Optimization exercise on an open flow, not production practice. RTL: at most simulated, not proved equivalent. Function not checked: runs 2 and 3. The clock port is an ideal driver here. Power: default activity.

==> design/flow/design.v <==
`timescale 1ns/100ps
module priority_queue_top (
    input  logic                  clk,
    input  logic                  reset,
    input  logic                  insert,
    input  logic [32-1:0] insert_data,
    input  logic                  remove,
    output logic                  busy,
    output logic                  full,
    output logic                  empty,
    output logic [32-1:0] data_out,
    output logic                  data_valid
);
    localparam int N = 16;
    localparam int W = 32;
    logic [N-1:0][W-1:0] slot;      
    logic [N-1:0] valid;         
    logic [W-1:0] key_q;         
    logic         ins_q;         
    logic         rem_q;         
    logic [N-1:0] gt;
    always_comb begin
        for (int i = 0; i < N; i++) gt[i] = !valid[i] || (key_q > slot[i]);
    end
    logic [N-1:0] valid_nx;
    always_comb begin
        valid_nx = valid;
        if (ins_q) valid_nx = {valid[N-2:0], 1'b1};
        if (rem_q) valid_nx = {1'b0, valid[N-1:1]};
    end
    wire ins_ok = insert && !full;
    wire rem_ok = remove && !empty;
    always_ff @(posedge clk) begin
        key_q <= insert_data;
        for (int i = 0; i < N; i++) begin
            if (rem_q) begin
                if (i < N - 1) slot[i] <= slot[i+1];
            end else if (ins_q && gt[i]) begin
                if (i == 0) slot[i] <= key_q;
                else slot[i] <= gt[i-1] ? slot[i-1] : key_q;
            end
        end
    end
    always_ff @(posedge clk) begin
        if (reset) begin
            valid <= '0;
            ins_q <= 1'b0;
            rem_q <= 1'b0;
            full  <= 1'b0;
            empty <= 1'b1;
        end else begin
            valid <= valid_nx;
            ins_q <= ins_ok;
            rem_q <= rem_ok;
            full  <= ins_ok ? valid_nx[N-2] : (!rem_ok && valid_nx[N-1]);
            empty <= !ins_ok && (rem_ok ? !valid_nx[1] : !valid_nx[0]);
        end
    end
    assign busy       = 1'b0;
    assign data_valid = rem_q;
    assign data_out   = slot[0];
endmodule
==> design/flow/run.sh <==
#!/bin/bash
# synth_recipe.tcl (not shown) runs the flow's synth.tcl, then flattens the netlist and writes it again
# the make line also repeats each setting of config.mk as NAME=value (left out here)
make -C /OpenROAD-flow-scripts/flow DESIGN_CONFIG=/design/flow/config.mk WORK_HOME=/design/flow/orfs CLKGATE_MAP_FILE= SYNTH_SCRIPT=/design/flow/synth_recipe.tcl finish
==> design/flow/config.mk <==
export PLATFORM = sky130hd
export DESIGN_NAME = priority_queue_top
export DESIGN_NICKNAME = priority_queue_top
export VERILOG_FILES = /design/flow/design.v
export SDC_FILE = /design/flow/constraint.sdc
export NUM_CORES = 4
export LEC_CHECK = 0
export CAP_MARGIN = 20
export CORE_MARGIN = 2
export CORE_UTILIZATION = 40
export PLACE_DENSITY = 0.6
export SLEW_MARGIN = 20
==> design/flow/constraint.sdc <==
create_clock -name core_clock -period 6.0 [get_ports {clk}]
set_input_delay 1.2000 -clock core_clock [delete_from_list [all_inputs] [get_ports {clk}]]
set_output_delay 1.2000 -clock core_clock [all_outputs]
set_load 0.01 [all_outputs]
==> results of run 1 <==
-- worst paths after layout --
check,endpoint,slack (ns)
worst max-delay path,slot[127],1.25
worst min-delay path,slot[342],0.57
worst max register to register,slot[127],1.25
worst min register to register,slot[342],0.57
-- where the power goes --
| group | total (mW) | switching (mW) | internal [mW] |
|---|---|---|---|
| Clock | 4.30 | 1.82 | 2.49 |
| Sequential | 4.98 | 0.278 | 4.71 |
| Combinational | 2.27 | 1.41 | 0.866 |
| Total | 11.6 | 3.50 | 8.06 |
-- kinds of logic (layout without fill, tap and decap cells) --
group | count (synthesis) | after routing | share of synthesized area
compound gates | 1409 | 1409 | 0.2810
fa+ha+maj | 512 | 512 | 0.1542
buf+inv | 878 | 873 | 0.08942
flops | 564 | 564 | 0.3950
mux | 46 | 46 | 0.01201
other cells | 1 | 1 | 0.00009024
simple gates | 576 | 576 | 0.06832
-- metrics by stage --
stage	std cells	total power [mW]	util	instance area (um2)	hold WS, ns
6_report	5361	11.56	0.4437	45860	0.5667
2_1_floorplan	3986	6.549	-	41560	0.5036
4_1_cts	5360	11.61	0.4435	45840	0.5582
5_1_grt	5361	12.03	0.4437	45860	0.5907
3_5_place_dp	5231	7.307	0.4216	43570	0.5622
3_3_place_gp	5231	7.254	0.4215	43560	0.5572
-- critical path, delay by kind of cell, from the launching register on --
| kind | cells | cell delay (ns) |
|---|---|---|
| buffers and inverters | 3 | 1.44 |
| and+or+nand+nor | 4 | 1.45 |
| adders and majority gates | 1 | 0.21 |
| AOI/OAI and AO/OA | 2 | 0.28 |
| DFF | 1 | 0.92 |
-- routing by layer --
layer,track usage,vias to the layer above,part of all wire
li1,-,15639,-
met1,0.3150,16558,0.43
met2,0.3906,1176,0.47
met3,0.02957,234,0.060
met4,0.09005,2,0.037
met5,0,-,0.000085
-- layout by cell type (no fill, tap or decap), types with 71 or more instances in the layout --
cell,count
nor2_1,89
nand4_1,81
a21oi_1,211
buf_4,144
clkbuf_16,71
a32oi_1,448
inv_1,525
o31ai_4,84
o21ai_0,77
ha_1,512
nand3_1,102
edfxtp_1,512
o31ai_1,353
nand2_1,191
-- flip-flops by register name (all words and copies together) (netlist names) --
register	flops
slot	512
key_q	32
valid	16
empty	1
full	1
ins_q	1
rem_q	1
-- area by class of cell --
class                      count  share of cell area
clock buffer                  93             0.04185
clock inverter                36            0.007612
tap                         1380             0.03765
sequential                   564              0.3581
inverter                     525             0.04297
multi-input combinational   2544              0.4708
timing repair buffer         219             0.04103
==> run_results.csv, run 1 <==
group,metric,value,unit
outcome,status,"no timing/DRC/antenna violations",
yosys,synth_cells,3986,
finish,synthToLayoutAreaGrowth,10.35,%
yosys,seq_area_frac_synth,0.3950,
timing,post-route-min-period,4.745,ns
yosys,syn_avg_cell_area,10.43,um2
timing,hold_viol,0,
setup_path,crit_fanout,33,
yosys,yosys-top-cells-area,"edfxtp_1 (37%), ha_1 (15%), a32oi_1 (9.4%)",
placement,finalWeightedCongestion,0.8696,
finish,fin_nets,4473,
min_path,min_path_type,"reg -> reg",
setup_path,critPathMaxStageDelay,0.92,ns
pwr,leakagePower,17.62,nW
timing,maxSlewHeadroom,0.1853,
floorplanning,io_pins,72,
timing,tightest_slew,1.211,ns
yosys,synth.most_common_cell,"inv_1",
floorplanning,die_h,326.3,um
clocking,path_clk_slew,0.06,ns
job,drv_cap,0,
setup_path,r2r-start,"key_q[11]",
yosys,yosysWarnings,1,
drt,totalWireLength,129200,um
drt,drt-wirelength-per-cell,24.10,um
drt,dr_total_vias,33609,
pwr,pwr_density_cell,252.1,nW/um2
floorplanning,row_count,118,
placement,hpwl,96700,um
yosys,synth_area,41560,um2
yosys,netlist_top_cells_count,"inv_1 (525), edfxtp_1 (512), ha_1 (512)",
yosys,ys_ff_latch,564,
timing,setup_ws,1.255,ns
finish,register_area,16420,um2
floorplanning,die_w,326.3,um
floorplanning,die_area,106500,um2
setup_path,crit_required,6.33,ns
placement,post-place-ws,1.415,ns
global_routing,grt_pass1_wl,198600,um
setup_path,slowest_stage,"dfxtp_1",
floorplanning,core-area,103300,um2
timing,rsz0062_at_grt,"no",
min_path,hp-start,"slot[374]",
finish,multiInputGateArea,21590,um2
setup_path,crit_top_cell,"buf_4",
timing,fmax,0.2107,GHz
floorplanning,initial_core_util,0.4021,
setup_path,startpoint,"key_q[11]",
clocking,clockBufferDepth,3,
timing,finalMaxSlewViolations,0,
drt,viasPerCell,6.269,
setup_path,worstSetupStartpointType,"flop",
drt,drtIter0Drc,3139,
clocking,clkLatencyLatePin,0.65,ns
timing,fin_crit_sh,0.7909,
yosys,synth_cell_type_count,56,
clocking,cts_max_level,3,
placement,numPortBuffers,70,
clocking,holdBufCountCts,0,
global_routing,grt_usage,0.2360,
drt,postRouteAntennaNets,0,
timing,setup_violations,0,
setup_path,cp_cell_sequence,"buf_4, ha_1, nand4_1, nor4_1, nand3_1, a21oi_2, buf_4, and2_4, buf_4, o31ai_1",
pwr,ir_drop,0.0001972,V
timing,fin_setup_tns,0,ns
drt,firstDrtPassIters,6,
global_routing,grt_max_degree,139,
setup_path,crit_arrival,5.08,ns
finish,fill_cells,9789,
clocking,cts_root_buf,"clkbuf_16",
global_routing,antenna_found_initial,2,
clocking,cts_buffers,71,
min_path,whs_path_depth,2,
yosys,synth_edf_count,512,
clocking,clock-sinks,564,
clocking,post_cts_buffers,0,
setup_path,rr_worst_depth,10,
global_routing,grt_pass1_vias,32955,
timing,skew,0.03323,ns
yosys,synth_nets,4534,
finish,layout-drive-gt1-share,0.1070,
yosys,ys.flop_type,"edfxtp_1",
yosys,yosys.area.top_type_share,0.3700,
setup_path,path_class,"reg -> reg",
finish,diodes,0,
drt,remaining_drc_errors,0,
yosys,synthArstFlopShare,0,
global_routing,grt.overflow.total,0,
setup_path,cp-end-kind,"flop",
yosys,synth_area_leader_cell,"edfxtp_1",
clocking,cts_tree,"built",
clocking,cts_resized,0,
Testbench counts, summed over its fixed seeds: cycles 3,600.
==> run 2, diff against run 1 <==
--- a/design/flow/design.v
+++ b/design/flow/design.v
@@ -20,5 +20,11 @@
     logic         rem_q;         
+    function automatic logic greater(input logic [W-1:0] a, input logic [W-1:0] b);
+        logic c;
+        c = 1'b0;
+        for (int j = 0; j < W; j++) c = (a[j] & ~b[j]) | (a[j] & c) | (~b[j] & c);
+        greater = c;
+    endfunction
     logic [N-1:0] gt;
     always_comb begin
-        for (int i = 0; i < N; i++) gt[i] = !valid[i] || (key_q > slot[i]);
+        for (int i = 0; i < N; i++) gt[i] = !valid[i] || greater(key_q, slot[i]);
     end
@@ -32,12 +38,22 @@
     wire rem_ok = remove && !empty;
+    logic [N-1:0] s_hold, s_key, s_up, s_dn;
+    always_comb begin
+        for (int i = 0; i < N; i++) begin
+            s_dn[i]   = rem_q;
+            s_key[i]  = ins_q && gt[i] && (i == 0 || !gt[i-1]);
+            s_up[i]   = ins_q && gt[i] && i != 0 && gt[i-1];
+            s_hold[i] = !rem_q && !(ins_q && gt[i]);
+        end
+    end
+    logic [N-1:0][W-1:0] slot_nx;
+    always_comb begin
+        for (int i = 0; i < N; i++) begin
+            slot_nx[i] = ({W{s_hold[i]}} & slot[i]) | ({W{s_key[i]}} & key_q);
+            if (i > 0)     slot_nx[i] = slot_nx[i] | ({W{s_up[i]}} & slot[i-1]);
+            if (i < N - 1) slot_nx[i] = slot_nx[i] | ({W{s_dn[i]}} & slot[i+1]);
+        end
+    end
     always_ff @(posedge clk) begin
         key_q <= insert_data;
-        for (int i = 0; i < N; i++) begin
-            if (rem_q) begin
-                if (i < N - 1) slot[i] <= slot[i+1];
-            end else if (ins_q && gt[i]) begin
-                if (i == 0) slot[i] <= key_q;
-                else slot[i] <= gt[i-1] ? slot[i-1] : key_q;
-            end
-        end
+        slot  <= slot_nx;
     end
--- a/design/flow/config.mk
+++ b/design/flow/config.mk
@@ -9,4 +9,5 @@
 export CORE_MARGIN = 2
-export CORE_UTILIZATION = 40
-export PLACE_DENSITY = 0.6
+export CORE_UTILIZATION = 55
+export PLACE_DENSITY = 0.7
+export SETUP_SLACK_MARGIN = 2.5
 export SLEW_MARGIN = 20
==> run 2 against run 1 <==
- area after synthesis shrank 18%
- synthesized cell count grew 4.6%
- clock power shrank 2%
- global-route usage grew 10 points
- combinational power grew 150%
==> run_results.csv, run 2 <==
group,metric,value,unit
outcome,status,"no timing/DRC/antenna violations",
pwr,p_int,10.46,mW
global_routing,grt_pass1_wl,172400,um
timing,fmax,0.2851,GHz
pwr,p_seq_frac,0.417,
clocking,path_clk_slew,0.06,ns
finish,synthToLayoutAreaGrowth,11.79,%
yosys,syn_avg_cell_area,8.133,um2
yosys,synth_area,33920,um2
finish,layout-drive-gt1-share,0.1023,
setup_path,slowest_stage,"dfxtp_1",
pwr,pwr_density_cell,443.4,nW/um2
pwr,power,16.81,mW
clocking,cts_max_level,3,
placement,finalWeightedCongestion,0.9181,
clocking,cts_root_buf,"clkbuf_16",
clocking,clkLatencyLatePin,0.62,ns
clocking,clock-sinks,564,
drt,postRouteAntennaNets,0,
pwr,power_frac_comb,0.332,
job,drv_cap,0,
finish,mostFrequentLayoutCells,"dfxtp_1 (557), nand2_1 (387), mux2i_1 (269)",
yosys,yosysWarnings,3,
finish,mostFrequentLayoutCell,"dfxtp_1",
global_routing,grt_max_degree,165,
timing,fin_crit_sh,0.5845,
floorplanning,io_pins,72,
yosys,ys.flop_type,"dfxtp_1",
drt,drtIter0Drc,3631,
yosys,yosys-top-cells-area,"dfxtp_1 (33%), mux2i_1 (7.9%), o22ai_1 (4.4%)",
clocking,cts_buffers,67,
finish,register_area,11310,um2
timing,post-route-min-period,3.507,ns
timing,finalMaxSlewViolations,0,
finish,fill_cells,5388,
yosys,ys_ff_latch,564,
setup_path,worstSetupStartpointType,"flop",
pwr,switching_share,0.3781,
drt,firstDrtPassIters,9,
floorplanning,die_area,63670,um2
finish,fin_nets,4092,
yosys,synth_nets,4206,
global_routing,grt_usage,0.3355,
timing,hold_viol,0,
setup_path,cp-end-kind,"flop",
timing,maxSlewHeadroom,0.3835,
global_routing,grt_pass1_vias,30231,
setup_path,path_class,"reg -> reg",
global_routing,grt.overflow.total,0,
finish,regMostFlops,"slot",
timing,tightest_slew,0.9225,ns
yosys,seq_area_frac_synth,0.3329,
floorplanning,core-area,61370,um2
setup_path,critPathMaxStageDelay,0.46,ns
timing,setup_violations,0,
finish,multiInputGateArea,20240,um2
finish,largestRegisters,"slot: 512 flops, key_q: 32 flops, valid: 16 flops",
drt,dr_total_vias,32646,
placement,hpwl,77870,um
timing,hold_slack,0.4768,ns
pwr,p_clk_frac,0.251,
setup_path,crit_required,6.46,ns
timing,setup_ws,2.493,ns
pwr,switchingPower,6.357,mW
floorplanning,row_count,91,
timing,rsz0062_at_grt,"yes",
global_routing,antenna_found_initial,1,
drt,totalWireLength,112100,um
pwr,ir_drop,0.0002547,V
yosys,synth_area_leader_cell,"dfxtp_1",
clocking,clockBufferDepth,3,
setup_path,crit_top_cell,"buf_4",
placement,post-place-ws,1.702,ns
placement,numPortBuffers,70,
floorplanning,initial_core_util,0.5526,
clocking,cts_tree,"built",
min_path,min_path_type,"reg -> reg",
finish,largest_reg_flops,512,
yosys,synthArstFlopShare,0,
setup_path,crit_arrival,3.97,ns
setup_path,crit_fanout,32,
drt,viasPerCell,6.668,
timing,skew,0.03160,ns
yosys,netlist_top_cells_count,"dfxtp_1 (564), nand2_1 (393), mux2i_1 (269)",
finish,diodes,0,
setup_path,cp_cell_sequence,"clkinv_2, buf_4, o22a_1, a221oi_1, o221ai_1, a221oi_2, o21ba_4, buf_4, o21ai_2, buf_4, a31oi_1, o211ai_1",
floorplanning,die_h,252.3,um
yosys,synth_cells,4170,
floorplanning,die_w,252.3,um
clocking,holdBufCountCts,0,
yosys,synth_edf_count,0,
yosys,synth_cell_type_count,76,
yosys,synth.most_common_cell,"dfxtp_1",
drt,remaining_drc_errors,0,
drt,drt-wirelength-per-cell,22.90,um
yosys,yosys.area.top_type_share,0.3329,
timing,fin_setup_tns,0,ns
pwr,leakagePower,13.64,nW
==> run 2: path summary, 6_finish.rpt <==
check,startpoint,to,slack (ns),cells past startpoint
setup / recovery,key_q[2],slot[354],2.49,12
hold / removal,slot[508],slot[476],0.48,2
setup reg to reg,key_q[2],slot[354],2.49,12
hold reg to reg,slot[508],slot[476],0.48,2
==> run 2: area by class of cell <==
| class | count | share of cell area |
|---|---|---|
| Multi-Input combinational cell | 2951 | 0.5338 |
| Inverter | 251 | 0.02617 |
| Timing Repair inverter | 2 | 0.0003960 |
| Clock inverter | 17 | 0.005049 |
| Sequential cell | 564 | 0.2982 |
| Tap cell | 790 | 0.02607 |
| Clock buffer | 102 | 0.05468 |
| Timing Repair Buffer | 219 | 0.05561 |
==> run 2: metrics by stage <==
step,instance area (um2),utilization,cells
after floorplan,33920,-,4170
after global placement,34630,0.5643,4728
after detailed placement,34630,0.5643,4728
after CTS,37430,0.6100,4874
after global routing,37920,0.6178,4896
final,37920,0.6178,4896
==> run 2: timing repair <==
| action | CTS | global route |
|---|---|---|
| pin swaps | 6 | 11 |
| setup endpoints to repair | 471 | 411 |
| buffers inserted | 22 | 14 |
| gates resized for setup | 84 | 80 |
| hold endpoints to repair | 0 | 0 |
| gates cloned | 5 | 8 |
==> run 2: critical path, delay by kind of cell (launching register included) <==
kind	cells	cell delay (ns)
compound gates	8	1.88
buf+inv	4	0.97
flops	1	0.46
==> run 2: power groups by stage <==
stage                     combinational (mW)  sequential (mW)  clock (mW)
after floorplan                         4.18             6.40           0
after global placement                  5.10             6.92           0
after detailed placement                5.20             6.97           0
after CTS                               5.34             6.90        4.25
after global routing                    6.13             7.20        4.40
final                                   5.58             7.01        4.23
==> run 2: metal layers <==
layer  vias to the layer above  share of wire  global-route usage
li1                      15335              -                   -
met4                         0          0.040              0.1435
met1                     15507           0.43              0.4641
met5                         -              0                   0
met2                      1538           0.45              0.5277
met3                       266          0.079             0.04109
==> run 2: kinds of logic (layout without fill, tap and decap cells) <==
logic type	after synthesis	after routing	share of synthesized area
other cells	1	1	0.0001106
compound gates	1455	1458	0.3046
mux	308	308	0.09234
simple gates	1052	1058	0.1468
buf+inv	664	591	0.08581
flops	564	564	0.3329
fa+ha+maj	126	126	0.03741
==> run 3, diff against run 2 <==
--- a/design/flow/design.v
+++ b/design/flow/design.v
@@ -26,6 +26,20 @@
     endfunction
-    logic [N-1:0] gt;
+    logic [N-1:0] gt_q;          
+    logic [N-1:0] cmp;           
+    logic         cmp_key;       
+    logic [N-1:0] gt_nx;
     always_comb begin
-        for (int i = 0; i < N; i++) gt[i] = !valid[i] || greater(key_q, slot[i]);
+        cmp_key = greater(insert_data, key_q);
+        for (int i = 0; i < N; i++) cmp[i] = !valid[i] || greater(insert_data, slot[i]);
+        for (int i = 0; i < N; i++) begin
+            if (rem_q) begin
+                gt_nx[i] = (i == N - 1) ? 1'b1 : cmp[(i+1)%N];
+            end else if (ins_q && gt_q[i]) begin
+                gt_nx[i] = (i == 0 || !gt_q[(i+N-1)%N]) ? cmp_key : cmp[(i+N-1)%N];
+            end else begin
+                gt_nx[i] = cmp[i];
+            end
+        end
     end
+    wire [N-1:0] gt = gt_q;
     logic [N-1:0] valid_nx;
@@ -56,4 +70,5 @@
     always_ff @(posedge clk) begin
-        key_q <= insert_data;
-        slot  <= slot_nx;
+        key_q     <= insert_data;
+        slot      <= slot_nx;
+        gt_q      <= gt_nx;
     end
@@ -61,5 +76,5 @@
         if (reset) begin
-            valid <= '0;
-            ins_q <= 1'b0;
-            rem_q <= 1'b0;
+            valid     <= '0;
+            ins_q     <= 1'b0;
+            rem_q     <= 1'b0;
             full  <= 1'b0;
@@ -67,5 +82,5 @@
         end else begin
-            valid <= valid_nx;
-            ins_q <= ins_ok;
-            rem_q <= rem_ok;
+            valid     <= valid_nx;
+            ins_q     <= ins_ok;
+            rem_q     <= rem_ok;
             full  <= ins_ok ? valid_nx[N-2] : (!rem_ok && valid_nx[N-1]);
--- a/design/flow/config.mk
+++ b/design/flow/config.mk
@@ -11,3 +11,3 @@
 export PLACE_DENSITY = 0.7
-export SETUP_SLACK_MARGIN = 2.5
+export SETUP_SLACK_MARGIN = 3.5
 export SLEW_MARGIN = 20
==> run 3 against run 2 <==
- still clean
- cell count fell by 7.6%
- hold slack got worse by 0.013 ns
- synthesized cell count fell by 13%
- wire length rose by 53%
- sequential power rose by 3.9%
- core utilization rose by 8.2 points
==> run_results.csv, run 3 <==
group,metric,value,unit
outcome,status,"no timing/DRC/antenna violations",
drt,drtIter0Drc,7860,
global_routing,grt_max_degree,202,
min_path,min_path_type,"reg -> reg",
finish,regMostFlops,"slot",
global_routing,antenna_found_initial,9,
floorplanning,core-area,58800,um2
drt,viasPerCell,8.255,
timing,fin_setup_tns,0,ns
yosys,seq_area_frac_synth,0.3564,
yosys,synth_area,32570,um2
setup_path,crit_fanout,4,
yosys,synth_edf_count,0,
drt,firstDrtPassIters,12,
global_routing,grt_pass1_vias,33832,
yosys,synth_cell_type_count,86,
floorplanning,die_area,61190,um2
clocking,cts_tree,"built",
setup_path,r2r-start,"key_q[26]",
timing,setup_violations,0,
global_routing,grt.overflow.total,0,
min_path,min_to,"slot[1]",
timing,post-route-min-period,3.290,ns
yosys,synth_cells,3618,
clocking,clkLatencyLatePin,0.62,ns
finish,largestRegisters,"slot: 512 flops, key_q: 32 flops",
finish,mostFrequentLayoutCell,"dfxtp_1",
yosys,ys_ff_latch,580,
finish,layout-drive-gt1-share,0.2535,
timing,fin_crit_sh,0.5483,
timing,tightest_slew,1.052,ns
floorplanning,initial_core_util,0.5540,
finish,synthToLayoutAreaGrowth,26.24,%
finish,mostFrequentLayoutCells,"dfxtp_1 (539), a221o_1 (460), a22o_1 (431)",
yosys,yosysWarnings,3,
yosys,syn_avg_cell_area,9.004,um2
timing,skew,0.01999,ns
min_path,whs_path_depth,2,
floorplanning,io_pins,72,
setup_path,worst-path-buf-inv,3,
timing,finalMaxSlewViolations,0,
clocking,cts_root_buf,"clkbuf_16",
drt,remaining_drc_errors,0,
setup_path,path_class,"in -> reg",
timing,rsz0062_at_grt,"yes",
yosys,yosys.area.top_type_share,0.3564,
setup_path,rrSetupSlack,2.77,ns
setup_path,crit_required,6.50,ns
yosys,yosys-top-cells-area,"dfxtp_1 (36%), a221o_1 (14%), a22o_1 (12%)",
yosys,synthArstFlopShare,0,
yosys,synth.most_common_cell,"dfxtp_1",
clocking,cts_max_level,3,
global_routing,grt_pass1_wl,239800,um
min_path,hp-start,"slot[1]",
job,drv_cap,0,
timing,hold_viol,0,
global_routing,grt_usage,0.5344,
pwr,leakagePower,15.77,nW
clocking,cts_buffers,66,
yosys,synth_area_leader_cell,"dfxtp_1",
pwr,pwr_density_cell,437.1,nW/um2
setup_path,cp_cell_sequence,"buf_4, buf_12, bufbuf_16, nor2b_1, maj3_1, o21ai_0, o311ai_4, nor2_2, or4b_4, a21boi_4, a21oi_2, o221a_2",
setup_path,crit_arrival,3.79,ns
setup_path,cpLargestDelayFamily,"compound AO/OA/AOI/OAI gates",
setup_path,slowest_stage,"or4b_4",
drt,drt-wirelength-per-cell,37.83,um
setup_path,worstSetupStartpointType,"primary input",
setup_path,regToRegEndpoint,"gt_q[6]",
placement,finalWeightedCongestion,1.119,
drt,totalWireLength,171100,um
timing,fmax,0.3040,GHz
finish,largest_reg_flops,512,
setup_path,rr_worst_depth,10,
clocking,clockBufferDepth,3,
setup_path,critPathMaxStageDelay,0.51,ns
floorplanning,row_count,89,
setup_path,startpoint,"insert_data[15]",
finish,fin_nets,3732,
drt,postRouteAntennaNets,0,
placement,hpwl,106100,um
clocking,clock-sinks,580,
yosys,ys.flop_type,"dfxtp_1",
setup_path,cp-end-kind,"flop",
drt,dr_total_vias,37337,
finish,fin_util,0.6994,
placement,numPortBuffers,70,
yosys,synth_nets,3654,
timing,maxSlewHeadroom,0.2976,
pwr,ir_drop,0.0003520,V
floorplanning,die_h,247.4,um
yosys,netlist_top_cells_count,"dfxtp_1 (580), a221o_1 (461), a22o_1 (432)",
floorplanning,die_w,247.4,um
clocking,path_clk_slew,0.06,ns
==> run 3: cell count changes after synthesis, moves of 70 or more <==
| cell | delta |
|---|---|
| a21oi_1 | -89 |
| a221o_1 | +318 |
| a22o_1 | +388 |
| buf_2 | -91 |
| clkbuf_1 | +87 |
| inv_1 | -119 |
| mux2i_1 | -220 |
| nand2_1 | -201 |
| nand3_1 | -70 |
| nor3_1 | -75 |
| o211ai_1 | -71 |
| o22ai_1 | -149 |
==> run 3: routing by layer <==
layer / share of wire / vias to the layer above / routed length (um) / GRT usage
li1: - / 14573 / - / -
met1: 0.36 / 17752 / 61450 / 0.6948
met2: 0.39 / 4041 / 66120 / 0.7191
met3: 0.17 / 963 / 29610 / 0.2264
met4: 0.081 / 8 / 13880 / 0.3420
met5: 0.00029 / - / 50 / 0
==> run 3: cells by family after synthesis <==
family	share of synthesized area
other cells	0.0001151
mux	0.01506
fa+ha+maj	0.03726
buf+inv	0.06768
compound gates	0.4118
flops	0.3564
simple gates	0.1117
==> run 3: stage by stage <==
stage | std cells | power (mW) | hold slack, ns | setup WS [ns] | area [um2]
3_5_place_dp | 4159 | 12.24 | 0.4741 | 0.6849 | 33960
5_1_grt | 4516 | 18.27 | 0.4933 | 2.695 | 41100
2_1_floorplan | 3618 | 9.974 | 0.4480 | 2.765 | 33030
6_report | 4523 | 17.97 | 0.4641 | 2.710 | 41120
4_1_cts | 4471 | 17.15 | 0.4693 | 2.672 | 40290
3_3_place_gp | 4158 | 12.13 | 0.4788 | 0.6944 | 33930
==> run 3: final cells by class <==
| type | count | area, um2 |
|---|---|---|
| well taps | 773 | 967.2 |
| diodes | 7 | 17.52 |
| fillers | 4418 | 17670 |
| clock inverters | 22 | 239.0 |
| multi-input cells | 2503 | 21230 |
| flip-flops and latches | 580 | 11700 |
| repair inverters | 7 | 57.56 |
| inverters | 123 | 628.1 |
| clock buffers | 93 | 1926 |
| repair buffers | 415 | 4359 |
==> run 3: worst max-delay path by stage <==
| stage | end | slack (ns) | cells after the start |
|---|---|---|---|
| 3_5_place_dp | gt_q[1] | 0.68 | 11 |
| 2_1_floorplan | gt_q[5] | 2.77 | 9 |
| 6_report | gt_q[5] | 2.71 | 12 |
| 4_1_cts | gt_q[5] | 2.67 | 11 |
| 3_3_place_gp | gt_q[1] | 0.69 | 11 |
| 5_1_grt | gt_q[5] | 2.69 | 12 |
==> run 3: worst reg2reg max path, cell delays in order, from the launching register on <==
cell and delay, ns:
dfxtp_1 1.01, nor2b_4 0.07, a2111o_1 0.35, buf_4 0.16
o41ai_4 0.44, o211a_4 0.29, o21ai_4 0.11, buf_6 0.15
nor2_4 0.25, a22oi_1 0.14, o211a_1 0.14
==> run 3: power by group <==
part / internal [mW] / switching [mW]
Sequential: 5.10 / 2.18
Combinational: 3.14 / 3.39
Clock: 2.38 / 1.79
==> run 3: repair_timing <==
| action | CTS | global route |
|---|---|---|
| endpoints found under the setup margin | 478 | 244 |
| setup buffers | 169 | 43 |
| resized for setup | 715 | 118 |
| pin swaps | 154 | 92 |
| hold buffers | 0 | 0 |
| gates cloned | 28 | 2 |
==> run 4, diff against run 3 <==
--- a/design/flow/design.v
+++ b/design/flow/design.v
@@ -26,16 +26,16 @@
     endfunction
+    logic [N-1:0] cmp_q;         
+    logic         cmp_key_q;     
     logic [N-1:0] gt_q;          
-    logic [N-1:0] cmp;           
-    logic         cmp_key;       
-    logic [N-1:0] gt_nx;
+    logic         was_ins_q;     
+    logic         was_rem_q;     
+    logic [N-1:0] gt;
     always_comb begin
-        cmp_key = greater(insert_data, key_q);
-        for (int i = 0; i < N; i++) cmp[i] = !valid[i] || greater(insert_data, slot[i]);
         for (int i = 0; i < N; i++) begin
-            if (rem_q) begin
-                gt_nx[i] = (i == N - 1) ? 1'b1 : cmp[(i+1)%N];
-            end else if (ins_q && gt_q[i]) begin
-                gt_nx[i] = (i == 0 || !gt_q[(i+N-1)%N]) ? cmp_key : cmp[(i+N-1)%N];
+            if (was_rem_q) begin
+                gt[i] = (i == N - 1) ? 1'b1 : cmp_q[(i+1)%N];
+            end else if (was_ins_q && gt_q[i]) begin
+                gt[i] = (i == 0 || !gt_q[(i+N-1)%N]) ? cmp_key_q : cmp_q[(i+N-1)%N];
             end else begin
-                gt_nx[i] = cmp[i];
+                gt[i] = cmp_q[i];
             end
@@ -43,3 +43,2 @@
     end
-    wire [N-1:0] gt = gt_q;
     logic [N-1:0] valid_nx;
@@ -72,3 +71,5 @@
         slot      <= slot_nx;
-        gt_q      <= gt_nx;
+        gt_q      <= gt;
+        cmp_key_q <= greater(insert_data, key_q);
+        for (int i = 0; i < N; i++) cmp_q[i] <= !valid[i] || greater(insert_data, slot[i]);
     end
@@ -79,2 +80,4 @@
             rem_q     <= 1'b0;
+            was_ins_q <= 1'b0;
+            was_rem_q <= 1'b0;
             full  <= 1'b0;
@@ -85,2 +88,4 @@
             rem_q     <= rem_ok;
+            was_ins_q <= ins_q;
+            was_rem_q <= rem_q;
             full  <= ins_ok ? valid_nx[N-2] : (!rem_ok && valid_nx[N-1]);
--- a/design/flow/config.mk
+++ b/design/flow/config.mk
@@ -9,5 +9,5 @@
 export CORE_MARGIN = 2
-export CORE_UTILIZATION = 55
-export PLACE_DENSITY = 0.7
-export SETUP_SLACK_MARGIN = 3.5
+export CORE_UTILIZATION = 50
+export PLACE_DENSITY = 0.65
+export SETUP_SLACK_MARGIN = 2.9
 export SLEW_MARGIN = 20
==> run 4 against run 3 <==
- non-clock buffer count is 217 lower
- still clean
- total power shrank 5.6%
- clock power increased by 8.4%
- core utilization is 13 points lower
- critical endpoint is now cmp_q[15]
- worst setup slack improved by 0.15 ns
- highest routed layer unchanged
- cell count down 1.0%
- fmax grew 4.9%
- clock skew is 0.0082 ns higher
- via count is 7.7% lower
- synthesized cell count up 2.7%
- die area grew 13%
- flip-flop and latch count grew 19
==> run_results.csv, run 4 <==
group,metric,value,unit
outcome,status,"no timing/DRC/antenna violations",
global_routing,grt_max_degree,200,
pwr,pwr_density_cell,449.2,nW/um2
drt,drtIter0Drc,5857,
min_path,min_path_type,"reg -> reg",
floorplanning,row_count,94,
yosys,synth_nets,3752,
finish,design_area,37780,um2
global_routing,grt_pass1_wl,217500,um
clocking,cts_root_buf,"clkbuf_16",
drt,remaining_drc_errors,0,
yosys,synth_cells,3716,
timing,tightest_slew,1.094,ns
yosys,yosys-top-cells-area,"dfxtp_1 (36%), a221o_1 (12%), a22o_1 (10%)",
floorplanning,io_pins,72,
timing,post-route-min-period,3.137,ns
setup_path,rr_worst_depth,10,
clocking,clockBufferDepth,3,
yosys,synth_edf_count,0,
yosys,yosys.area.top_type_share,0.3579,
drt,firstDrtPassIters,12,
timing,maxSlewHeadroom,0.2705,
clocking,cts_max_level,3,
yosys,synth_xor_area_frac,0,
finish,layout-drive-gt1-share,0.1232,
placement,numPortBuffers,70,
floorplanning,die_area,69100,um2
drt,viasPerCell,7.698,
job,drv_cap,0,
clocking,holdBufCountCts,0,
yosys,ys_ff_latch,599,
setup_path,slowest_stage,"o211ai_1",
finish,largest_reg_flops,512,
yosys,seq_area_frac_synth,0.3579,
drt,drt-wirelength-per-cell,33.27,um
yosys,yosysWarnings,3,
drt,totalWireLength,148900,um
setup_path,crit_arrival,3.64,ns
setup_path,crit_required,6.51,ns
pwr,switchingPower,6.558,mW
setup_path,cp_cell_sequence,"clkdlybuf4s50_1, inv_4, buf_12, o21ai_0, or2_2, o211ai_1, a211oi_2, a2111oi_1, o21ai_1",
placement,hpwl,93880,um
pwr,power_frac_comb,0.297,
yosys,synth_top_family_by_area,"compound AO/OA/AOI/OAI gates",
yosys,synth_compound_area_frac,0.4146,
global_routing,grt_pass1_vias,31943,
setup_path,critPathMaxStageDelay,0.58,ns
clocking,cts_buffers,70,
finish,fin_nets,3594,
floorplanning,initial_core_util,0.5069,
drt,dr_total_vias,34455,
drt,postRouteAntennaNets,0,
timing,rsz0062_at_grt,"yes",
clocking,clkLatencyLatePin,0.64,ns
finish,regMostFlops,"slot",
global_routing,antenna_found_initial,1,
timing,finalMaxSlewViolations,0,
finish,diodes,0,
yosys,ys.flop_type,"dfxtp_1",
floorplanning,die_h,262.9,um
finish,mostFrequentLayoutCell,"dfxtp_1",
yosys,synthMuxAreaShare,0.01912,
placement,dp_cells,4314,
global_routing,grt.overflow.total,0,
placement,finalWeightedCongestion,0.9833,
floorplanning,die_w,262.9,um
timing,hold_slack,0.5102,ns
timing,fmax,0.3188,GHz
finish,synthToLayoutAreaGrowth,12.76,%
yosys,synth_cell_type_count,73,
finish,mostFrequentLayoutCells,"dfxtp_1 (597), a221o_1 (396), a22o_1 (389)",
clocking,path_clk_slew,0.06,ns
timing,fin_setup_tns,0,ns
finish,final_cells,4476,
placement,placed_cell_area,34260,um2
setup_path,cp-end-kind,"flop",
yosys,synthArstFlopShare,0,
min_path,whs_path_depth,2,
setup_path,path_class,"in -> reg",
floorplanning,core-area,66100,um2
timing,hold_viol,0,
pwr,ir_drop,0.0002811,V
pwr,p_clk_frac,0.266,
yosys,synth.most_common_cell,"dfxtp_1",
timing,setup_violations,0,
timing,skew,0.02821,ns
setup_path,worstSetupStartpointType,"primary input",
setup_path,crit_fanout,23,
pwr,switching_share,0.3864,
yosys,synthSimpleGateAreaFrac,0.1090,
pwr,p_int,10.41,mW
clocking,clock-sinks,599,
finish,largestRegisters,"slot: 512 flops, key_q: 32 flops",
clocking,cts_tree,"built",
yosys,netlist_top_cells_count,"dfxtp_1 (599), a221o_1 (396), a22o_1 (389)",
yosys,synthAdderAreaFrac,0.02562,
yosys,syn_avg_cell_area,9.017,um2
pwr,p_seq_frac,0.437,
pwr,leakagePower,14.16,nW
global_routing,grt_usage,0.4117,
yosys,synth_area_leader_cell,"dfxtp_1",
yosys,synth_area,33510,um2
timing,fin_crit_sh,0.5228,
-- run 4: worst max-delay path: cells and delay by family --
kind	cells	cell delay, ns
AO/OA/AOI/OAI	5	1.28
buffers and inverters	3	0.79
AND/OR/NAND/NOR	1	0.37
-- run 4: path summary, 6_finish.rpt --
check | to | slack (ns) | startpoint
max reg2reg | cmp_key_q | 2.99 | key_q[26]
min | slot[2] | 0.51 | slot[2]
min reg2reg | slot[2] | 0.51 | slot[2]
max | cmp_q[15] | 2.86 | insert_data[16]
-- run 4: cell type report --
cell class | instances | area, um2
inverter | 113 | 533.0
clock buffer | 105 | 2168
timing repair inverter | 7 | 43.79
sequential | 599 | 12000
timing repair buffer | 198 | 1853
clock inverter | 21 | 229.0
tap | 864 | 1081
multi-input combinational | 2569 | 19880
fill | 5875 | 28310
-- run 4: metrics by stage --
step / setup slack (ns) / total power [mW] / utilization
6_report: 2.863 / 16.97 / 0.5716
5_1_grt: 2.854 / 17.54 / 0.5716
4_1_cts: 2.845 / 16.63 / 0.5684
3_5_place_dp: 0.9401 / 11.95 / 0.5184
3_3_place_gp: 0.8929 / 11.88 / 0.5177
2_1_floorplan: 3.128 / 10.02 / -
-- run 4: cells by family (layout without fill, tap and decap cells) --
group / count (synthesis) / after routing
buf+inv: 548 / 444
flops: 599 / 599
other cells: 1 / 1
fa+ha+maj: 84 / 84
simple gates: 728 / 728
mux: 64 / 64
compound gates: 1692 / 1692
-- run 4: power by group through the flow --
stage | Sequential (mW) | Combinational [mW] | Clock, mW
2_1_floorplan | 6.44 | 3.58 | 0
3_3_place_gp | 7.29 | 4.59 | 0
3_5_place_dp | 7.31 | 4.64 | 0
4_1_cts | 7.25 | 4.85 | 4.53
5_1_grt | 7.50 | 5.35 | 4.68
6_report | 7.41 | 5.04 | 4.52
-- run 4: per-layer routing --
layer / routed length, um / vias up / GRT usage
met1: 58200 / 16937 / 0.5419
li1: - / 14461 / -
met3: 17430 / 515 / 0.1021
met2: 64180 / 2540 / 0.6169
met5: 13 / - / 0
met4: 9080 / 2 / 0.2284
-- run 4: timing repair --
item / CTS / global route
buffers inserted: 19 / 9
gates cloned: 6 / 2
pin swaps: 19 / 11
setup endpoints to repair: 18 / 49
gates resized for setup: 179 / 33
Testbench counts of run 4, summed over its fixed seeds: cycles 3,600.
==> run 5, diff against run 4 <==
--- a/design/flow/config.mk
+++ b/design/flow/config.mk
@@ -9,5 +9,5 @@
 export CORE_MARGIN = 2
-export CORE_UTILIZATION = 50
-export PLACE_DENSITY = 0.65
-export SETUP_SLACK_MARGIN = 2.9
+export CORE_UTILIZATION = 55
+export PLACE_DENSITY = 0.7
+export SETUP_SLACK_MARGIN = 3.3
 export SLEW_MARGIN = 20
==> run 5 against run 4 <==
- register-to-register slack gained 0.15 ns
- non-clock buffer count grew 25
- largest power group unchanged
- clock power fell by 3%
- worst setup slack better by 0.20 ns
- first-iteration DRC count is 3.1% higher
- design area up 2.5%
==> run_results.csv, run 5 <==
group,metric,value,unit
outcome,status,"no timing/DRC/antenna violations",
finish,final_cells,4409,
timing,hold_slack,0.4835,ns
job,drv_cap,0,
timing,fmax,0.3401,GHz
finish,mostFrequentLayoutCells,"dfxtp_1 (564), a221o_1 (396), a22o_1 (388)",
finish,synthToLayoutAreaGrowth,15.59,%
clocking,cts_root_buf,"clkbuf_16",
drt,firstDrtPassIters,10,
placement,finalWeightedCongestion,1.007,
global_routing,grt_pass1_vias,32950,
yosys,yosysWarnings,3,
clocking,cts_tree,"built",
timing,finalMaxSlewViolations,0,
drt,drtIter0Drc,6041,
timing,post-route-min-period,2.941,ns
finish,regMostFlops,"slot",
yosys,yosys.area.top_type_share,0.3579,
setup_path,crit_fanout,3,
drt,dr_total_vias,35010,
min_path,min_path_type,"reg -> reg",
setup_path,worstSetupStartpointType,"primary input",
finish,largestRegisters,"slot: 512 flops, key_q: 32 flops",
global_routing,grt_usage,0.4614,
pwr,ir_drop,0.0002671,V
yosys,synth_cell_type_count,73,
floorplanning,die_area,62910,um2
timing,skew,0.01960,ns
yosys,synth_cells,3716,
clocking,clkLatencyLatePin,0.63,ns
timing,tightest_slew,1.297,ns
timing,rsz0062_at_grt,"yes",
setup_path,slowest_stage,"a222oi_1",
timing,maxSlewHeadroom,0.1354,
timing,fin_crit_sh,0.4901,
pwr,pwr_density_cell,447.4,nW/um2
timing,setup_violations,0,
clocking,cts_buffers,69,
finish,fin_nets,3621,
setup_path,cp-end-kind,"flop",
floorplanning,die_h,250.8,um
yosys,synthArstFlopShare,0,
yosys,seq_area_frac_synth,0.3579,
finish,layout-drive-gt1-share,0.1652,
drt,totalWireLength,150700,um
setup_path,crit_required,6.54,ns
yosys,netlist_top_cells_count,"dfxtp_1 (599), a221o_1 (396), a22o_1 (389)",
yosys,synth.most_common_cell,"dfxtp_1",
setup_path,cp_cell_sequence,"buf_8, buf_12, nor2b_1, or4_4, o2111ai_4, o22ai_1, a222oi_1, o32ai_1, o211ai_1",
placement,placed_cell_area,34220,um2
setup_path,rrSetupSlack,3.14,ns
clocking,cts_max_level,3,
clocking,path_clk_slew,0.06,ns
floorplanning,die_w,250.8,um
finish,largest_reg_flops,512,
global_routing,grt_pass1_wl,220500,um
finish,mostFrequentLayoutCell,"dfxtp_1",
yosys,syn_avg_cell_area,9.017,um2
yosys,ys.flop_type,"dfxtp_1",
setup_path,crit_arrival,3.48,ns
floorplanning,initial_core_util,0.5562,
clocking,clockBufferDepth,3,
setup_path,path_class,"in -> reg",
yosys,yosys-top-cells-area,"dfxtp_1 (36%), a221o_1 (12%), a22o_1 (10%)",
timing,fin_setup_tns,0,ns
yosys,synth_area,33510,um2
clocking,clock-sinks,599,
drt,viasPerCell,7.941,
yosys,synth_edf_count,0,
finish,design_area,38730,um2
clocking,holdBufCountCts,0,
drt,drt-wirelength-per-cell,34.18,um
setup_path,cpLargestDelayFamily,"compound AO/OA/AOI/OAI gates",
placement,hpwl,92920,um
placement,numPortBuffers,70,
setup_path,worst-path-buf-inv,2,
pwr,leakagePower,14.63,nW
finish,fin_util,0.6429,
yosys,synth_nets,3752,
timing,hold_viol,0,
placement,dp_cells,4213,
setup_path,critPathMaxStageDelay,0.87,ns
drt,remaining_drc_errors,0,
yosys,synth_area_leader_cell,"dfxtp_1",
floorplanning,io_pins,72,
placement,post-place-ws,0.9022,ns
drt,postRouteAntennaNets,0,
global_routing,grt.overflow.total,0,
timing,setup_ws,3.059,ns
global_routing,grt_max_degree,227,
pwr,power,17.33,mW
floorplanning,row_count,90,
global_routing,antenna_found_initial,3,
floorplanning,core-area,60250,um2
yosys,ys_ff_latch,599,
==> run 5: cell counts after synthesis <==
No cell type changed its count.
==> run 5: worst paths after layout <==
check | from | end | cells after the start
hold reg to reg | slot[26] | slot[26] | 2
setup / recovery | insert_data[20] | cmp_key_q | 9
setup reg to reg | key_q[21] | cmp_key_q | 7
hold / removal | slot[26] | slot[26] | 2
==> run 5: cells by family (layout without fill, tap and decap cells) <==
group                      after synthesis  after routing  share of synthesized area
other                                    1              2                  0.0001119
DFF                                    599            599                     0.3579
muxes                                   64             64                    0.01912
AOI/OAI and AO/OA                     1692           1692                     0.4146
and+or+nand+nor                        728            728                     0.1090
adders and majority gates               84             84                    0.02562
buffers and inverters                  548            458                    0.07367
==> run 5: per-layer routing <==
| metal | vias to the layer above | GRT usage | share of wire |
|---|---|---|---|
| met2 | 2813 | 0.6578 | 0.42 |
| met1 | 17023 | 0.5941 | 0.38 |
| met5 | - | 0.007722 | 0.00041 |
| met3 | 676 | 0.1556 | 0.13 |
| li1 | 14496 | - | - |
| met4 | 2 | 0.2956 | 0.072 |
==> run 5: where the power goes <==
group / leakage, nW / switching [mW] / total, mW / internal [mW]
Combinational: 8.57 / 2.82 / 5.46 / 2.64
Clock: 1.11 / 1.78 / 4.39 / 2.61
Sequential: 4.95 / 2.24 / 7.48 / 5.24
Total: 14.6 / 6.84 / 17.3 / 10.5
==> run 5: cell type report <==
class                           instances  area (um2)
Fill cell                            4963       21510
Multi-Input combinational cell       2569       20590
Sequential cell                       599       12050
Timing Repair Buffer                  223        2202
Clock buffer                           98        2008
Tap cell                              782       978.4
Inverter                              113       579.3
Clock inverter                         14       249.0
Timing Repair inverter                 10       68.82
Antenna cell                            1       2.502
==> run 5: repair_timing <==
action,4_1_cts,5_1_grt
gates cloned,15,0
resized for setup,413,86
setup buffers,54,13
endpoints found under the setup margin,334,83
pin swaps,51,29
==> run 5: worst min-delay path: stages, from the launching register on <==
cell and delay (ns):
dfxtp_1 0.33, nand2_1 0.06, nand2_1 0.05
==> run 6, diff against run 5 <==
--- a/design/flow/config.mk
+++ b/design/flow/config.mk
@@ -10,2 +10,4 @@
 export CORE_UTILIZATION = 55
+export CTS_BUF_LIST = sky130_fd_sc_hd__clkbuf_4 sky130_fd_sc_hd__clkbuf_8
+export CTS_CLUSTER_SIZE = 20
 export PLACE_DENSITY = 0.7
==> run 6 against run 5 <==
- sequential power hardly changed
- cell count grew 1.1%
- critical path depth unchanged
- clock-buffer cell count increased by 70
- flip-flop and latch count is the same
- core utilization shrank 1.1 points
- highest routed layer unchanged
- global-route usage down 0.30 points
- hold slack got worse by 0.0035 ns
- worst setup slack lost 0.011 ns
==> run_results.csv, run 6 <==
group,metric,value,unit
outcome,status,"no timing/DRC/antenna violations",
timing,finalMaxSlewViolations,0,
global_routing,grt_pass1_wl,219400,um
finish,layout-drive-gt1-share,0.1698,
timing,tightest_slew,1.269,ns
yosys,yosys-top-cells-area,"dfxtp_1 (36%), a221o_1 (12%), a22o_1 (10%)",
yosys,synth_cell_type_count,73,
min_path,hp-start,"slot[12]",
timing,skew,0.04596,ns
pwr,power,16.80,mW
setup_path,cp_cell_sequence,"buf_8, buf_12, nor2b_4, or4_4, o2111ai_4, o22ai_2, a222oi_1, o32ai_1, o211ai_1",
yosys,ys_ff_latch,599,
clocking,cts_tree,"built",
finish,fin_nets,3631,
clocking,cts_root_buf,"clkbuf_8",
drt,totalWireLength,150600,um
floorplanning,initial_core_util,0.5562,
pwr,p_clk_frac,0.242,
yosys,synthArstFlopShare,0,
finish,fill_cells,5080,
setup_path,path_class,"in -> reg",
finish,largestRegisters,"slot: 512 flops, key_q: 32 flops",
finish,fin_util,0.6324,
setup_path,startpoint,"insert_data[21]",
global_routing,grt_usage,0.4584,
global_routing,antenna_found_initial,3,
global_routing,grt_max_degree,227,
setup_path,cpLargestDelayFamily,"compound AO/OA/AOI/OAI gates",
yosys,syn_avg_cell_area,9.017,um2
drt,viasPerCell,7.887,
timing,fin_setup_tns,0,ns
setup_path,r2r-start,"key_q[21]",
timing,setup_violations,0,
floorplanning,die_h,250.8,um
floorplanning,die_area,62910,um2
placement,finalWeightedCongestion,1.007,
yosys,synth_edf_count,0,
timing,fmax,0.3388,GHz
yosys,seq_area_frac_synth,0.3579,
yosys,synth_area,33510,um2
floorplanning,core-area,60250,um2
finish,largest_reg_flops,512,
yosys,ys.flop_type,"dfxtp_1",
setup_path,crit_fanout,5,
drt,firstDrtPassIters,10,
global_routing,grt_pass1_vias,32990,
clocking,clkLatencyLatePin,0.76,ns
timing,maxSlewHeadroom,0.1538,
finish,mostFrequentLayoutCell,"dfxtp_1",
setup_path,cp-end-kind,"flop",
drt,remaining_drc_errors,0,
pwr,switching_share,0.4044,
pwr,pwr_density_cell,441.0,nW/um2
timing,post-route-min-period,2.952,ns
clocking,path_clk_slew,0.06,ns
yosys,synth_cells,3716,
yosys,synth_area_leader_cell,"dfxtp_1",
pwr,p_seq_frac,0.443,
pwr,switchingPower,6.795,mW
timing,fin_crit_sh,0.4919,
drt,dr_total_vias,35153,
yosys,synth_nets,3752,
yosys,netlist_top_cells_count,"dfxtp_1 (599), a221o_1 (396), a22o_1 (389)",
pwr,power_frac_comb,0.314,
finish,mostFrequentLayoutCells,"dfxtp_1 (562), a221o_1 (396), a22o_1 (389)",
floorplanning,die_w,250.8,um
timing,setup_ws,3.048,ns
placement,numPortBuffers,70,
finish,final_cells,4457,
setup_path,worstSetupStartpointType,"primary input",
placement,post-place-ws,0.9022,ns
floorplanning,row_count,90,
setup_path,crit_required,6.64,ns
global_routing,grt.overflow.total,0,
pwr,leakagePower,14.44,nW
clocking,cts_buffers,104,
yosys,synth.most_common_cell,"dfxtp_1",
clocking,cts_max_level,3,
timing,hold_viol,0,
finish,synthToLayoutAreaGrowth,13.70,%
floorplanning,io_pins,72,
timing,rsz0062_at_grt,"yes",
setup_path,slowest_stage,"a222oi_1",
clocking,clockBufferDepth,3,
setup_path,critPathMaxStageDelay,0.90,ns
setup_path,crit_arrival,3.60,ns
finish,regMostFlops,"slot",
min_path,min_path_type,"reg -> reg",
setup_path,worst-path-buf-inv,2,
drt,postRouteAntennaNets,0,
finish,design_area,38100,um2
job,drv_cap,0,
yosys,yosysWarnings,3,
drt,drt-wirelength-per-cell,33.78,um
drt,drtIter0Drc,5815,
timing,hold_slack,0.4800,ns
placement,hpwl,92920,um
clocking,clock-sinks,599,
placement,dp_cells,4213,
pwr,ir_drop,0.0002586,V
pwr,p_int,10.01,mW
placement,placed_cell_area,34220,um2
yosys,yosys.area.top_type_share,0.3579,
-- run 6: path summary, 6_finish.rpt --
path,slack [ns],cells past startpoint,end
setup / recovery,3.05,9,cmp_key_q
hold / removal,0.48,2,slot[12]
setup reg to reg,3.10,7,cmp_key_q
hold reg to reg,0.48,2,slot[12]
-- run 6: layout make-up --
| cell class | count | area [um2] | area share |
|---|---|---|---|
| Multi-Input combinational cell | 2569 | 20230 | 0.5310 |
| Sequential cell | 599 | 12060 | 0.3166 |
| Clock buffer | 168 | 2106 | 0.05527 |
| Timing Repair Buffer | 198 | 1998 | 0.05245 |
| Tap cell | 782 | 978.4 | 0.02568 |
| Inverter | 113 | 540.5 | 0.01419 |
| Clock inverter | 17 | 110.1 | 0.002890 |
| Timing Repair inverter | 10 | 68.82 | 0.001806 |
| Antenna cell | 1 | 2.502 | 0.00006569 |
-- run 6: cells by family after synthesis --
group,synth area share
compound gates,0.4146
other cells,0.0001119
flops,0.3579
simple gates,0.1090
buf+inv,0.07367
fa+ha+maj,0.02562
mux,0.01912
-- run 6: worst register-to-register path, delay by kind of cell (launching register included) --
family	cells	cell delay (ns)
and+or+nand+nor	2	0.74
DFF	1	0.45
AOI/OAI and AO/OA	5	1.65
-- run 6: layer usage --
metal	track usage	up-vias	part of all wire
met5	0.009266	-	0.00062
met4	0.3025	4	0.074
met3	0.1546	681	0.14
met2	0.6509	2824	0.41
met1	0.5890	17109	0.38
li1	-	14535	-
-- run 6: repair_timing --
item | 4_1_cts | 5_1_grt
setup buffers | 37 | 5
pin swaps | 26 | 17
hold buffers | 0 | 0
gates cloned | 14 | 1
gates resized for setup | 362 | 39
endpoints found under the hold margin | 0 | 0
setup endpoints to repair | 301 | 80
-- run 6: power groups by stage --
stage,registers (mW),clock network [mW],logic [mW]
after floorplan,6.44,0,3.65
after global placement,7.27,0,4.70
after detailed placement,7.30,0,4.77
after CTS,7.25,4.05,5.03
after global routing,7.52,4.23,5.57
final,7.45,4.07,5.28
==> run 7, diff against run 6 <==
==> design/flow/flow/run.sh (new file) <==
#!/bin/bash
# Standard layout, with the delay cells kept out of port buffering and timing repair.
set -euo pipefail
bash standard.sh synth > synth.log 2>&1
export DONT_USE_CELLS="sky130_fd_sc_hd__clkdlybuf4s15_1 sky130_fd_sc_hd__clkdlybuf4s15_2 sky130_fd_sc_hd__clkdlybuf4s18_1 sky130_fd_sc_hd__clkdlybuf4s18_2 sky130_fd_sc_hd__clkdlybuf4s25_1 sky130_fd_sc_hd__clkdlybuf4s25_2 sky130_fd_sc_hd__clkdlybuf4s50_1 sky130_fd_sc_hd__clkdlybuf4s50_2 sky130_fd_sc_hd__dlygate4sd1_1 sky130_fd_sc_hd__dlygate4sd2_1 sky130_fd_sc_hd__dlygate4sd3_1 sky130_fd_sc_hd__dlymetal6s2s_1 sky130_fd_sc_hd__dlymetal6s4s_1 sky130_fd_sc_hd__dlymetal6s6s_1"
export BUFFER_PORTS_ARGS="-buffer_cell sky130_fd_sc_hd__buf_4"
bash standard.sh finish > finish.log 2>&1
==> design/flow/standard.sh (new file) <==
#!/bin/bash
# synth_recipe.tcl (not shown) runs the flow's synth.tcl, then flattens the netlist and writes it again
# the make line also repeats each setting of config.mk as NAME=value (left out here)
make -C /OpenROAD-flow-scripts/flow DESIGN_CONFIG=/design/flow/config.mk WORK_HOME=/design/flow/orfs CLKGATE_MAP_FILE= SYNTH_SCRIPT=/design/flow/synth_recipe.tcl "${@:-finish}"
removed: design/flow/run.sh
==> run 7 against run 6 <==
- clock skew rose by 0.0015 ns
- hold slack improved by 0.0091 ns
- critical endpoint unchanged
- sequential share of layout area rose by 0.71 points
- first-iteration DRC count rose by 7.2%
- area after synthesis did not move
==> run_results.csv, run 7 <==
group,metric,value,unit
clocking,holdBufCountCts,0,
pwr,ir_drop,0.0002400,V
pwr,pwr_density_cell,446.0,nW/um2
floorplanning,die_h,250.8,um
global_routing,grt.overflow.total,0,
yosys,synth_area,33510,um2
yosys,synthAdderAreaFrac,0.02562,
global_routing,grt_usage,0.4515,
yosys,yosysWarnings,3,
finish,fin_nets,3595,
finish,register_area,12020,um2
global_routing,antenna_found_initial,9,
timing,skew,0.04750,ns
placement,finalWeightedCongestion,1.009,
finish,synthToLayoutAreaGrowth,10.80,%
global_routing,grt_pass1_vias,33050,
global_routing,grt_pass1_wl,216900,um
floorplanning,row_count,90,
finish,largestRegisters,"slot: 512 flops, key_q: 32 flops",
min_path,hp-start,"valid[15]",
yosys,yosys-top-cells-area,"dfxtp_1 (36%), a221o_1 (12%), a22o_1 (10%)",
yosys,synth_cell_type_count,73,
outcome,status,"no timing/DRC/antenna violations",
yosys,synth_compound_area_frac,0.4146,
setup_path,crit_arrival,3.64,ns
timing,finalMaxSlewViolations,0,
min_path,whs_path_depth,1,
setup_path,cp_cell_sequence,"buf_16, nor2b_1, maj3_2, a211oi_4, o22ai_1, a222oi_1, o32ai_1, o211ai_1",
setup_path,regToRegEndpoint,"cmp_key_q",
floorplanning,die_area,62910,um2
setup_path,path_class,"in -> reg",
yosys,synth_top_family_by_area,"compound AO/OA/AOI/OAI gates",
job,drv_cap,0,
timing,fin_setup_tns,0,ns
yosys,synth_edf_count,0,
yosys,synthMuxAreaShare,0.01912,
setup_path,rr_worst_depth,7,
min_path,min_to,"cmp_q[15]",
setup_path,rrSetupSlack,3.03,ns
yosys,ys.flop_type,"dfxtp_1",
setup_path,r2r-start,"key_q[19]",
drt,drt-wirelength-per-cell,33.64,um
timing,fin_crit_sh,0.4977,
timing,rsz0062_at_grt,"yes",
floorplanning,initial_core_util,0.5562,
setup_path,crit_required,6.65,ns
setup_path,worstSetupStartpointType,"primary input",
setup_path,slowest_stage,"a222oi_1",
finish,fill_cells,5156,
drt,dr_total_vias,35570,
finish,largest_reg_flops,512,
floorplanning,die_w,250.8,um
placement,hpwl,91430,um
clocking,clockBufferDepth,3,
yosys,synth_area_leader_cell,"dfxtp_1",
yosys,synth_cells,3716,
clocking,cts_max_level,3,
yosys,synth.most_common_cell,"dfxtp_1",
clocking,cts_buffers,105,
yosys,ys_ff_latch,599,
min_path,min_path_type,"reg -> reg",
pwr,leakagePower,14.02,nW
placement,dp_cells,4203,
placement,numPortBuffers,70,
floorplanning,core-area,60250,um2
timing,maxSlewHeadroom,0.1579,
finish,mostFrequentLayoutCells,"dfxtp_1 (586), a221o_1 (396), a22o_1 (389)",
drt,postRouteAntennaNets,0,
yosys,synth_nets,3752,
clocking,clock-sinks,599,
clocking,cts_tree,"built",
yosys,synth_xor_area_frac,0,
finish,mostFrequentLayoutCell,"dfxtp_1",
clocking,path_clk_slew,0.06,ns
yosys,netlist_top_cells_count,"dfxtp_1 (599), a221o_1 (396), a22o_1 (389)",
clocking,clkLatencyLatePin,0.76,ns
timing,tightest_slew,1.263,ns
timing,post-route-min-period,2.986,ns
drt,firstDrtPassIters,10,
yosys,synthSimpleGateAreaFrac,0.1090,
floorplanning,io_pins,72,
drt,viasPerCell,8.042,
setup_path,critPathMaxStageDelay,1.03,ns
timing,hold_viol,0,
timing,setup_violations,0,
global_routing,grt_max_degree,144,
clocking,cts_root_buf,"clkbuf_8",
yosys,syn_avg_cell_area,9.017,um2
finish,layout-drive-gt1-share,0.1552,
drt,remaining_drc_errors,0,
timing,fmax,0.3348,GHz
setup_path,crit_fanout,64,
yosys,synthArstFlopShare,0,
drt,totalWireLength,148800,um
yosys,seq_area_frac_synth,0.3579,
finish,regMostFlops,"slot",
finish,final_cells,4423,
drt,drtIter0Drc,6236,
finish,multiInputGateArea,19950,um2
yosys,yosys.area.top_type_share,0.3579,
setup_path,cp-end-kind,"flop",
## run 7: power by group
| group | leakage, nW | switching (mW) | internal [mW] | total, mW |
|---|---|---|---|---|
| registers | 4.95 | 2.19 | 5.23 | 7.43 |
| clock network | 1.14 | 1.85 | 2.13 | 3.98 |
| logic | 7.93 | 2.65 | 2.50 | 5.15 |
## run 7: how the worst max path moves through the flow
stage,from,end,slack [ns],cells after the start
3_5_place_dp,insert_data[26],cmp_key_q,1.42,8
6_report,insert_data[25],cmp_key_q,3.01,8
4_1_cts,insert_data[19],cmp_key_q,3.14,8
5_1_grt,key_q[19],cmp_key_q,2.99,7
3_3_place_gp,insert_data[26],cmp_key_q,1.50,8
2_1_floorplan,insert_data[19],cmp_key_q,3.23,8
## run 7: stage by stage
step	hold slack (ns)	setup slack, ns	area [um2]	util	power [mW]
final	0.4891	3.014	37130	0.6162	16.56
after CTS	0.4938	3.135	36670	0.6087	16.03
after detailed placement	0.4765	1.425	33950	0.5635	12.00
after global placement	0.4785	1.504	33880	0.5623	11.89
after floorplan	0.3863	3.232	33700	-	10.08
after global routing	0.5063	2.995	37120	0.6161	17.04
## run 7: cell families (layout without fill, tap and decap cells)
| family | Yosys count | in the layout |
|---|---|---|
| AOI/OAI and AO/OA | 1692 | 1692 |
| DFF | 599 | 599 |
| and+or+nand+nor | 728 | 729 |
| other | 1 | 8 |
| adders and majority gates | 84 | 84 |
| buffers and inverters | 548 | 465 |
| muxes | 64 | 64 |
## run 7: routing by layer
metal,share of wire,vias up,global-route usage
li1,-,14481,-
met1,0.37,17142,0.5686
met2,0.42,3192,0.6548
met3,0.14,751,0.1336
met4,0.080,4,0.3316
met5,0.00022,-,0
## run 7: critical path: cells and delay by family
| kind | cells | cell delay, ns |
|---|---|---|
| buffers and inverters | 1 | 0.22 |
| AND/OR/NAND/NOR | 1 | 0.11 |
| AO/OA/AOI/OAI | 5 | 1.73 |
| adder cells (fa/ha/maj) | 1 | 0.34 |
## run 7: final cells by class
cell class              instances  area share
clock buffers                 162     0.05450
flip-flops and latches        599      0.3238
well taps                     782     0.02635
inverters                     113     0.01314
diodes                          7   0.0004718
clock inverters                20    0.003303
repair buffers                161     0.03960
multi-input cells            2570      0.5374
repair inverters                9    0.001415
## run 7: what timing repair did
action | CTS | global route
gates resized for setup | 103 | 57
pin swaps | 5 | 17
buffers inserted | 7 | 12
gates cloned | 7 | 5
endpoints found under the setup margin | 371 | 100
==> run 8, diff against run 7 <==
==> design/flow/flow/run.sh (replaced) <==
#!/bin/bash
# Standard layout, with the delay cells kept out of port buffering and timing repair,
# and long wires buffered after clock tree synthesis (flow/post_cts.tcl).
set -euo pipefail
bash standard.sh synth > synth.log 2>&1
export DONT_USE_CELLS="sky130_fd_sc_hd__clkdlybuf4s15_1 sky130_fd_sc_hd__clkdlybuf4s15_2 sky130_fd_sc_hd__clkdlybuf4s18_1 sky130_fd_sc_hd__clkdlybuf4s18_2 sky130_fd_sc_hd__clkdlybuf4s25_1 sky130_fd_sc_hd__clkdlybuf4s25_2 sky130_fd_sc_hd__clkdlybuf4s50_1 sky130_fd_sc_hd__clkdlybuf4s50_2 sky130_fd_sc_hd__dlygate4sd1_1 sky130_fd_sc_hd__dlygate4sd2_1 sky130_fd_sc_hd__dlygate4sd3_1 sky130_fd_sc_hd__dlymetal6s2s_1 sky130_fd_sc_hd__dlymetal6s4s_1 sky130_fd_sc_hd__dlymetal6s6s_1"
export POST_CTS_TCL="$PWD/flow/post_cts.tcl"
export BUFFER_PORTS_ARGS="-buffer_cell sky130_fd_sc_hd__buf_4"
bash standard.sh finish > finish.log 2>&1
==> design/flow/flow/post_cts.tcl (new file) <==
# Extra repair after clock tree synthesis: buffer long wires, then repair
# setup again with the placement parasitics.
estimate_parasitics -placement
repair_design -max_wire_length 200 -verbose
detailed_placement
estimate_parasitics -placement
repair_timing -setup -setup_margin $::env(SETUP_SLACK_MARGIN) -repair_tns 100 -verbose
detailed_placement
check_placement -verbose
--- a/design/flow/config.mk
+++ b/design/flow/config.mk
@@ -9,6 +9,6 @@
 export CORE_MARGIN = 2
-export CORE_UTILIZATION = 55
+export CORE_UTILIZATION = 45
 export CTS_BUF_LIST = sky130_fd_sc_hd__clkbuf_4 sky130_fd_sc_hd__clkbuf_8
 export CTS_CLUSTER_SIZE = 20
-export PLACE_DENSITY = 0.7
+export PLACE_DENSITY = 0.6
 export SETUP_SLACK_MARGIN = 3.3
==> run 8 against run 7 <==
- via count fell by 0.55%
- sequential power barely moved
- hold slack got worse by 0.035 ns
- clock skew rose by 0.032 ns
- cell count rose by 8.0%
- design area rose by 6.9%
- clock-buffer cell count rose by 12
- critical path type unchanged
- flip-flop and latch count did not move
- worst setup slack improved by 0.23 ns
- non-clock buffer count rose by 157
- largest cell class unchanged
- first-iteration DRC count fell by 6.1%
- clock power rose by 16%
==> run_results.csv, run 8 <==
group,metric,value,unit
outcome,status,"no timing/DRC/antenna violations",
finish,final_cells,4776,
floorplanning,core-area,74070,um2
setup_path,crit_fanout,18,
placement,hpwl,95990,um
floorplanning,die_w,276.9,um
finish,regMostFlops,"slot",
yosys,yosys.area.top_type_share,0.3579,
finish,fin_util,0.5358,
timing,hold_viol,0,
setup_path,startpoint,"insert_data[13]",
placement,numPortBuffers,70,
setup_path,crit_required,6.70,ns
job,drv_cap,0,
finish,layout-drive-gt1-share,0.1966,
floorplanning,die_h,276.9,um
finish,fin_nets,3752,
timing,post-route-min-period,2.761,ns
drt,totalWireLength,153500,um
min_path,whs_path_depth,1,
min_path,hp-start,"valid[1]",
timing,skew,0.07939,ns
drt,viasPerCell,7.407,
global_routing,grt_pass1_wl,225000,um
pwr,pwr_density_cell,436.5,nW/um2
timing,fin_setup_tns,0,ns
yosys,syn_avg_cell_area,9.017,um2
global_routing,grt_pass1_vias,33080,
global_routing,grt_max_degree,59,
yosys,seq_area_frac_synth,0.3579,
yosys,synth_cells,3716,
yosys,synth_cell_type_count,73,
floorplanning,die_area,76660,um2
yosys,synthArstFlopShare,0,
floorplanning,row_count,100,
yosys,netlist_top_cells_count,"dfxtp_1 (599), a221o_1 (396), a22o_1 (389)",
yosys,yosys-top-cells-area,"dfxtp_1 (36%), a221o_1 (12%), a22o_1 (10%)",
timing,rsz0062_at_grt,"yes",
yosys,synth_edf_count,0,
finish,synthToLayoutAreaGrowth,18.45,%
timing,fin_crit_sh,0.4601,
setup_path,crit_arrival,3.46,ns
global_routing,grt_usage,0.3830,
global_routing,antenna_found_initial,4,
timing,hold_slack,0.4541,ns
drt,postRouteAntennaNets,0,
min_path,min_path_type,"reg -> reg",
setup_path,path_class,"in -> reg",
clocking,clkLatencyLatePin,0.79,ns
placement,dp_cells,4394,
timing,finalMaxSlewViolations,0,
yosys,synth_nets,3752,
setup_path,cp-end-kind,"flop",
setup_path,rr_worst_depth,7,
setup_path,worstSetupStartpointType,"primary input",
clocking,clock-sinks,599,
floorplanning,io_pins,72,
timing,setup_violations,0,
timing,maxSlewHeadroom,0.3397,
yosys,synth_area,33510,um2
finish,largest_reg_flops,512,
finish,largestRegisters,"slot: 512 flops, key_q: 32 flops",
yosys,synth_area_leader_cell,"dfxtp_1",
drt,firstDrtPassIters,7,
global_routing,grt.overflow.total,0,
timing,tightest_slew,0.9905,ns
placement,finalWeightedCongestion,1.003,
finish,mostFrequentLayoutCells,"dfxtp_1 (586), a221o_1 (396), a22o_1 (389)",
pwr,ir_drop,0.0002216,V
yosys,yosysWarnings,3,
drt,drt-wirelength-per-cell,32.13,um
pwr,leakagePower,15.25,nW
yosys,ys.flop_type,"dfxtp_1",
clocking,path_clk_slew,0.07,ns
yosys,synth.most_common_cell,"dfxtp_1",
floorplanning,initial_core_util,0.4524,
setup_path,r2r-start,"key_q[22]",
drt,dr_total_vias,35375,
drt,remaining_drc_errors,0,
finish,mostFrequentLayoutCell,"dfxtp_1",
clocking,cts_tree,"built",
drt,drtIter0Drc,5854,
yosys,ys_ff_latch,599,
timing,fmax,0.3622,GHz
-- run 8: path summary, 6_finish.rpt --
check | slack (ns) | to
hold / removal | 0.45 | cmp_q[1]
hold reg to reg | 0.45 | cmp_q[1]
setup / recovery | 3.24 | cmp_key_q
setup reg to reg | 3.33 | cmp_key_q
-- run 8: layout make-up --
cell class | count | area, um2
clock inverters | 25 | 386.6
fillers | 6757 | 34380
repair buffers | 318 | 3352
diodes | 3 | 7.507
inverters | 113 | 474.2
repair inverters | 5 | 27.53
flip-flops and latches | 599 | 12020
well taps | 969 | 1212
multi-input cells | 2570 | 20060
clock buffers | 174 | 2151
-- run 8: power by group --
part | internal [mW] | switching [mW]
Sequential | 5.23 | 2.18
Combinational | 2.62 | 2.69
Clock | 2.66 | 1.94
-- run 8: critical path, stage by stage --
cell and delay [ns]:
buf_4 0.09, clkinv_2 0.26, buf_4 0.34, a22o_1 0.25
a2111oi_2 0.40, nand3_2 0.28, o21ba_1 0.40, o32ai_1 0.12
o211ai_1 0.11
-- run 8: cells by family (layout without fill, tap and decap cells) --
family | count (synthesis) | after routing | synth area share
flops | 599 | 599 | 0.3579
compound gates | 1692 | 1692 | 0.4146
simple gates | 728 | 729 | 0.1090
fa+ha+maj | 84 | 84 | 0.02562
mux | 64 | 64 | 0.01912
other cells | 1 | 4 | 0.0001119
buf+inv | 548 | 635 | 0.07367
-- run 8: metrics by stage --
stage	cell area, um2	total power [mW]	worst slack, ns
finish	39690	17.33	3.239
global route	39690	17.91	3.162
detailed placement	34240	12.07	1.339
global placement	34170	11.99	1.351
floorplan	33700	10.08	3.232
-- run 8: metal layers --
| metal | part of all wire | vias up | GRT usage |
|---|---|---|---|
| met1 | 0.39 | 17502 | 0.4893 |
| met3 | 0.11 | 566 | 0.09508 |
| met5 | 0.00018 | - | 0 |
| li1 | - | 14802 | - |
| met4 | 0.063 | 4 | 0.2100 |
| met2 | 0.44 | 2501 | 0.5924 |
